What follows belongs to an exercise in optimizing a design on an open flow for small area, a short achievable clock period and few clock cycles per item; a production flow would make more cautious choices.
RTL that was checked went through simulation tests only; none was proved equivalent to the original.

==> 03-01: inputs <==
Design ooo_top, start of the top module:
module ooo_top (
   input  wire         clock,
   input  wire         reset,
   input  wire         dispatch_valid,
   input  wire  [2:0]  dispatch_op,
   input  wire  [3:0]  dispatch_rd,
   input  wire  [3:0]  dispatch_rs1,
   input  wire  [3:0]  dispatch_rs2,
   input  wire  [15:0] dispatch_imm,
   output logic        dispatch_ready,
   output logic        commit_valid,
   output logic [3:0]  commit_rd,
   output logic [31:0] commit_value
);
==> module ooo_top, before the edit <==
module ooo_top (
   input  wire         clock,
   input  wire         reset,
   input  wire         dispatch_valid,
   input  wire  [2:0]  dispatch_op,
   input  wire  [3:0]  dispatch_rd,
   input  wire  [3:0]  dispatch_rs1,
   input  wire  [3:0]  dispatch_rs2,
   input  wire  [15:0] dispatch_imm,
   output logic        dispatch_ready,
   output logic        commit_valid,
   output logic [3:0]  commit_rd,
   output logic [31:0] commit_value
);
   localparam logic [2:0] op_li  = 3'd0;
   localparam logic [2:0] op_add = 3'd1;
   localparam logic [2:0] op_sub = 3'd2;
   localparam logic [2:0] op_and = 3'd3;
   localparam logic [2:0] op_xor = 3'd4;
   localparam logic [2:0] op_mul = 3'd5;
   localparam int         mid_w  = ooo_pkg::mid_w;
   logic [31:0]      rf [16];
   logic [15:0]      rf_set;
   logic             d_valid;
   logic             d_wait;      
   logic             d_sub;       
   logic             d_sel_sum;
   logic             d_sel_and;
   logic             d_sel_xor;
   logic             d_sel_pass;  
   logic             d_mul;
   logic [3:0]       d_rd;
   logic [31:0]      d_a;
   logic [31:0]      d_b;
   logic             d_a_y, d_b_y;    
   logic             y_valid;
   logic [3:0]       y_rd;
   logic [mid_w-1:0] y_mid;
   logic             w_valid;
   logic [3:0]       w_rd;
   logic [31:0]      w_val;
   logic             stall;
   logic             fire;
   logic             uses;
   logic             dep_a_d, dep_b_d;
   logic             byp_a_y, byp_b_y, byp_a_w, byp_b_w;
   logic [31:0]      rd_a, rd_b;
   logic [31:0]      xa, xb;
   logic [32:0]      sum;
   logic [31:0]      row0;
   logic [mid_w-1:0] tree_mid;
   logic [mid_w-1:0] x_mid;
   logic [31:0]      y_row0;
   logic [31:0]      y_s, y_c;
   logic [31:0]      w_next;
   assign stall          = d_valid && d_wait;
   assign dispatch_ready = !stall;
   assign fire           = dispatch_valid && !stall;
   assign uses           = (dispatch_op != op_li);
   assign dep_a_d = uses && d_valid && (dispatch_rs1 == d_rd);
   assign dep_b_d = uses && d_valid && (dispatch_rs2 == d_rd);
   assign byp_a_y = y_valid && (dispatch_rs1 == y_rd);
   assign byp_b_y = y_valid && (dispatch_rs2 == y_rd);
   assign byp_a_w = w_valid && (dispatch_rs1 == w_rd);
   assign byp_b_w = w_valid && (dispatch_rs2 == w_rd);
   always_comb begin
      rd_a = rf_set[dispatch_rs1] ? rf[dispatch_rs1] : '0;
      rd_b = rf_set[dispatch_rs2] ? rf[dispatch_rs2] : '0;
      if (byp_a_w) rd_a = w_val;
      if (byp_b_w) rd_b = w_val;
      if (byp_a_y) rd_a = w_next;
      if (byp_b_y) rd_b = w_next;
      if (!uses) rd_a = {{16{dispatch_imm[15]}}, dispatch_imm};
   end
   always_ff @(posedge clock) begin
      if (reset) begin
         d_valid <= 1'b0;
         d_wait  <= 1'b0;
      end else if (stall) begin
         d_wait <= 1'b0;
         if (d_a_y) d_a <= w_next;
         if (d_b_y) d_b <= w_next;
         d_a_y  <= 1'b0;
         d_b_y  <= 1'b0;
      end else begin
         d_valid    <= fire;
         d_wait     <= (dep_a_d || dep_b_d) && d_mul;
         d_sub      <= (dispatch_op == op_sub);
         d_sel_sum  <= (dispatch_op == op_add) || (dispatch_op == op_sub);
         d_sel_and  <= (dispatch_op == op_and);
         d_sel_xor  <= (dispatch_op == op_xor);
         d_sel_pass <= (dispatch_op == op_li) || (dispatch_op > op_mul);
         d_mul      <= (dispatch_op == op_mul);
         d_rd       <= dispatch_rd;
         d_a        <= rd_a;
         d_b        <= rd_b;
         d_a_y      <= dep_a_d;
         d_b_y      <= dep_b_d;
      end
   end
   assign y_row0 = y_mid[31:0];
   assign xa = d_a_y ? y_row0 : d_a;
   assign xb = d_b_y ? y_row0 : d_b;
   assign sum = {xa, 1'b1} + {xb ^ {32{d_sub}}, d_sub};
   mul_tree1 i_mul_tree1 (.a(xa), .b(xb), .mid(tree_mid));
   assign row0 = ({32{d_sel_sum}}  & sum[32:1])
               | ({32{d_sel_and}}  & (xa & xb))
               | ({32{d_sel_xor}}  & (xa ^ xb))
               | ({32{d_sel_pass}} & xa)
               | ({32{d_mul}}      & tree_mid[31:0]);
   assign x_mid = {tree_mid[mid_w-1:32] & {(mid_w-32){d_mul}}, row0};
   always_ff @(posedge clock) begin
      if (reset) begin
         y_valid <= 1'b0;
      end else begin
         y_valid <= d_valid && !stall;
      end
      y_rd  <= d_rd;
      y_mid <= x_mid;
   end
   mul_tree2 i_mul_tree2 (.mid(y_mid), .s(y_s), .c(y_c));
   assign w_next = y_s + y_c;
   always_ff @(posedge clock) begin
      if (reset) begin
         w_valid <= 1'b0;
      end else begin
         w_valid <= y_valid;
      end
      w_rd  <= y_rd;
      w_val <= w_next;
   end
   always_ff @(posedge clock) begin
      if (reset) begin
         rf_set <= '0;
      end else if (w_valid) begin
         rf_set[w_rd] <= 1'b1;
      end
   end
   always_ff @(posedge clock) begin
      if (w_valid) begin
         rf[w_rd] <= w_val;
      end
   end
   assign commit_valid = w_valid;
   assign commit_rd    = w_rd;
   assign commit_value = w_val;
endmodule
make LEC_CHECK=0 ABC_CLOCK_PERIOD_IN_PS=3000 CAP_MARGIN=20 CORE_MARGIN=2 CORE_UTILIZATION=30 PLACE_DENSITY=0.5 SETUP_SLACK_MARGIN=4 SLEW_MARGIN=20 finish   # period 8.0 ns
run.sh (not shown) runs the stock make flow with config.mk's settings and CLKGATE_MAP_FILE= SYNTH_SCRIPT=/design/flow/synth_recipe.tcl, a recipe that flattens the netlist after the stock synthesis.
==> inputs of 07-07, as changes to 03-01 <==
--- a/flow/design.v
+++ b/flow/design.v
@@ -1045,8 +1045,12 @@
    assign byp_a_w = w_valid && (dispatch_rs1 == w_rd);
    assign byp_b_w = w_valid && (dispatch_rs2 == w_rd);
    always_comb begin
-      rd_a = rf_set[dispatch_rs1] ? rf[dispatch_rs1] : '0;
-      rd_b = rf_set[dispatch_rs2] ? rf[dispatch_rs2] : '0;
+      rd_a = '0;
+      rd_b = '0;
+      for (int r = 0; r < 16; r++) begin
+         rd_a = rd_a | ({32{rf_set[r] && dispatch_rs1 == r}} & rf[r]);
+         rd_b = rd_b | ({32{rf_set[r] && dispatch_rs2 == r}} & rf[r]);
+      end
       if (byp_a_w) rd_a = w_val;
       if (byp_b_w) rd_b = w_val;
       if (byp_a_y) rd_a = w_next;
==> flow/config.mk (replaced) <==
export PLATFORM = sky130hd
export DESIGN_NAME = ooo_top
export DESIGN_NICKNAME = ooo_top
export VERILOG_FILES = /design/flow/design.v
export SDC_FILE = /design/flow/constraint.sdc
export NUM_CORES = 4
export LEC_CHECK = 0
export CAP_MARGIN = 20
export CORE_MARGIN = 2
export CORE_UTILIZATION = 50
export PLACE_DENSITY = 0.6
export SETUP_SLACK_MARGIN = 4
export SLEW_MARGIN = 20
==> inputs of 10-21, as changes to 03-01 <==
--- a/flow/design.v
+++ b/flow/design.v
@@ -1024,7 +1024,7 @@
    logic             fire;
    logic             uses;
    logic             dep_a_d, dep_b_d;
-   logic             byp_a_y, byp_b_y, byp_a_w, byp_b_w;
+   logic             byp_a_y, byp_b_y;
    logic [31:0]      rd_a, rd_b;
    logic [31:0]      xa, xb;
    logic [32:0]      sum;
@@ -1042,13 +1042,13 @@
    assign dep_b_d = uses && d_valid && (dispatch_rs2 == d_rd);
    assign byp_a_y = y_valid && (dispatch_rs1 == y_rd);
    assign byp_b_y = y_valid && (dispatch_rs2 == y_rd);
-   assign byp_a_w = w_valid && (dispatch_rs1 == w_rd);
-   assign byp_b_w = w_valid && (dispatch_rs2 == w_rd);
    always_comb begin
-      rd_a = rf_set[dispatch_rs1] ? rf[dispatch_rs1] : '0;
-      rd_b = rf_set[dispatch_rs2] ? rf[dispatch_rs2] : '0;
-      if (byp_a_w) rd_a = w_val;
-      if (byp_b_w) rd_b = w_val;
+      rd_a = '0;
+      rd_b = '0;
+      for (int r = 0; r < 16; r++) begin
+         rd_a = rd_a | ({32{rf_set[r] && dispatch_rs1 == r}} & rf[r]);
+         rd_b = rd_b | ({32{rf_set[r] && dispatch_rs2 == r}} & rf[r]);
+      end
       if (byp_a_y) rd_a = w_next;
       if (byp_b_y) rd_b = w_next;
       if (!uses) rd_a = {{16{dispatch_imm[15]}}, dispatch_imm};
@@ -1113,13 +1113,13 @@
    always_ff @(posedge clock) begin
       if (reset) begin
          rf_set <= '0;
-      end else if (w_valid) begin
-         rf_set[w_rd] <= 1'b1;
+      end else if (y_valid) begin
+         rf_set[y_rd] <= 1'b1;
       end
    end
    always_ff @(posedge clock) begin
-      if (w_valid) begin
-         rf[w_rd] <= w_val;
+      if (y_valid) begin
+         rf[y_rd] <= w_next;
       end
    end
    assign commit_valid = w_valid;
==> flow/config.mk (replaced) <==
export PLATFORM = sky130hd
export DESIGN_NAME = ooo_top
export DESIGN_NICKNAME = ooo_top
export VERILOG_FILES = /design/flow/design.v
export SDC_FILE = /design/flow/constraint.sdc
export NUM_CORES = 4
export LEC_CHECK = 0
export CAP_MARGIN = 20
export CORE_MARGIN = 2
export CORE_UTILIZATION = 40
export PLACE_DENSITY = 0.55
export SETUP_SLACK_MARGIN = 4
export SLEW_MARGIN = 20
export TNS_END_PERCENT = 0
==> run_results.csv <==
group,metric,value,unit
setup_path,startpoint_type,"register",
setup_path,crit_arrival,5.01,ns
global_routing,gr-usage-met1,54.2,%
timing,fin_crit,4.40,ns
synthesis,synth.area.mux_share,2.38,%
timing,max_freq,227,MHz
clock_network,cts_inserted_buffers,84,
status,status,"no timing/DRC/antenna violations",
placed_design,place_area,51800,um^2
setup_path,cp.depth,15,
setup_path,endpoint,"y_mid[31]",
the above is filed under 07-07

==> run_results.csv <==
group,metric,value,unit
setup_path,startpoint_type,"register",
synthesis,synth.area.mux_share,16.1,%
global_routing,top_usage_layer,"met2",
timing,max_freq,220,MHz
timing,fin_crit,4.56,ns
timing,setup-tns-final,0,ns
clock_network,cts_inserted_buffers,90,
synthesis,syn_area,51800,um^2
global_routing,grt_pass1_wl,307000,um
setup_path,cp.depth,18,
status,status,"no timing/DRC/antenna violations",
floorplanning,fp.dieW,420,um
clock_network,post_cts_buffers,163,
setup_path,endpoint,"y_mid[118]",
setup_path,crit_arrival,5.13,ns
the above is filed under 03-01

==> run_results.csv <==
group,metric,value,unit
setup_path,required,8.54,ns
timing,fin_crit,4.56,ns
status,status,"no timing/DRC/antenna violations",
route,drc_errors,0,
global_routing,gr-usage-met1,46.4,%
setup_path,cp.depth,11,
route,route.antenna.remaining_nets,0,
timing,max_freq,219,MHz
placed_design,dp_slack,2.11,ns
setup_path,crit_arrival,5.11,ns
clock_network,cts_inserted_buffers,87,
placed_design,place_area,52200,um^2
the above is filed under 10-21

Testbench counts of 10-21, summed over its fixed seeds: cycles 16,430, insts 16,000.
The RTL of 03-01 and 07-07 was laid out without a check of its function.

## what the ideal ports hide
The results above use ideal ports. As a check the final layouts listed here were re-extracted and re-timed, cells and wires unchanged. Step 1 sets driving cells, clkbuf_16 on the clock port and buf_2 on the other inputs (assumed; they add their load-dependent delay and slew). Step 2 times the ports against the registers' clock, not the clock port: input delays grow and output delays shrink by t, the midpoint of the rising clock arrivals with the driver on. Three values: ideal, step 1, step 2; two values: the first two.
run | shift t [ns] | setup slack, ns | hold slack, ns | worst setup path at the end | pins driven straight from the clock port
03-01 | 0.754 | 3.445 / 3.445 / 3.367 | 0.389 / 0.389 / 0.389 | input to register | 1
07-07 | 0.744 | 3.600 / 3.600 / 3.462 | 0.397 / 0.397 / 0.397 | input to register | 1
10-21 | 0.765 | 3.435 / 3.483 / 2.718 | 0.423 / 0.423 / 0.423 | input to register | 1
After both steps every run listed still meets setup and hold. For 10-21, which loses most, drivers alone change the setup slack by +0.048 ns; drivers and shift together by -0.717 ns.
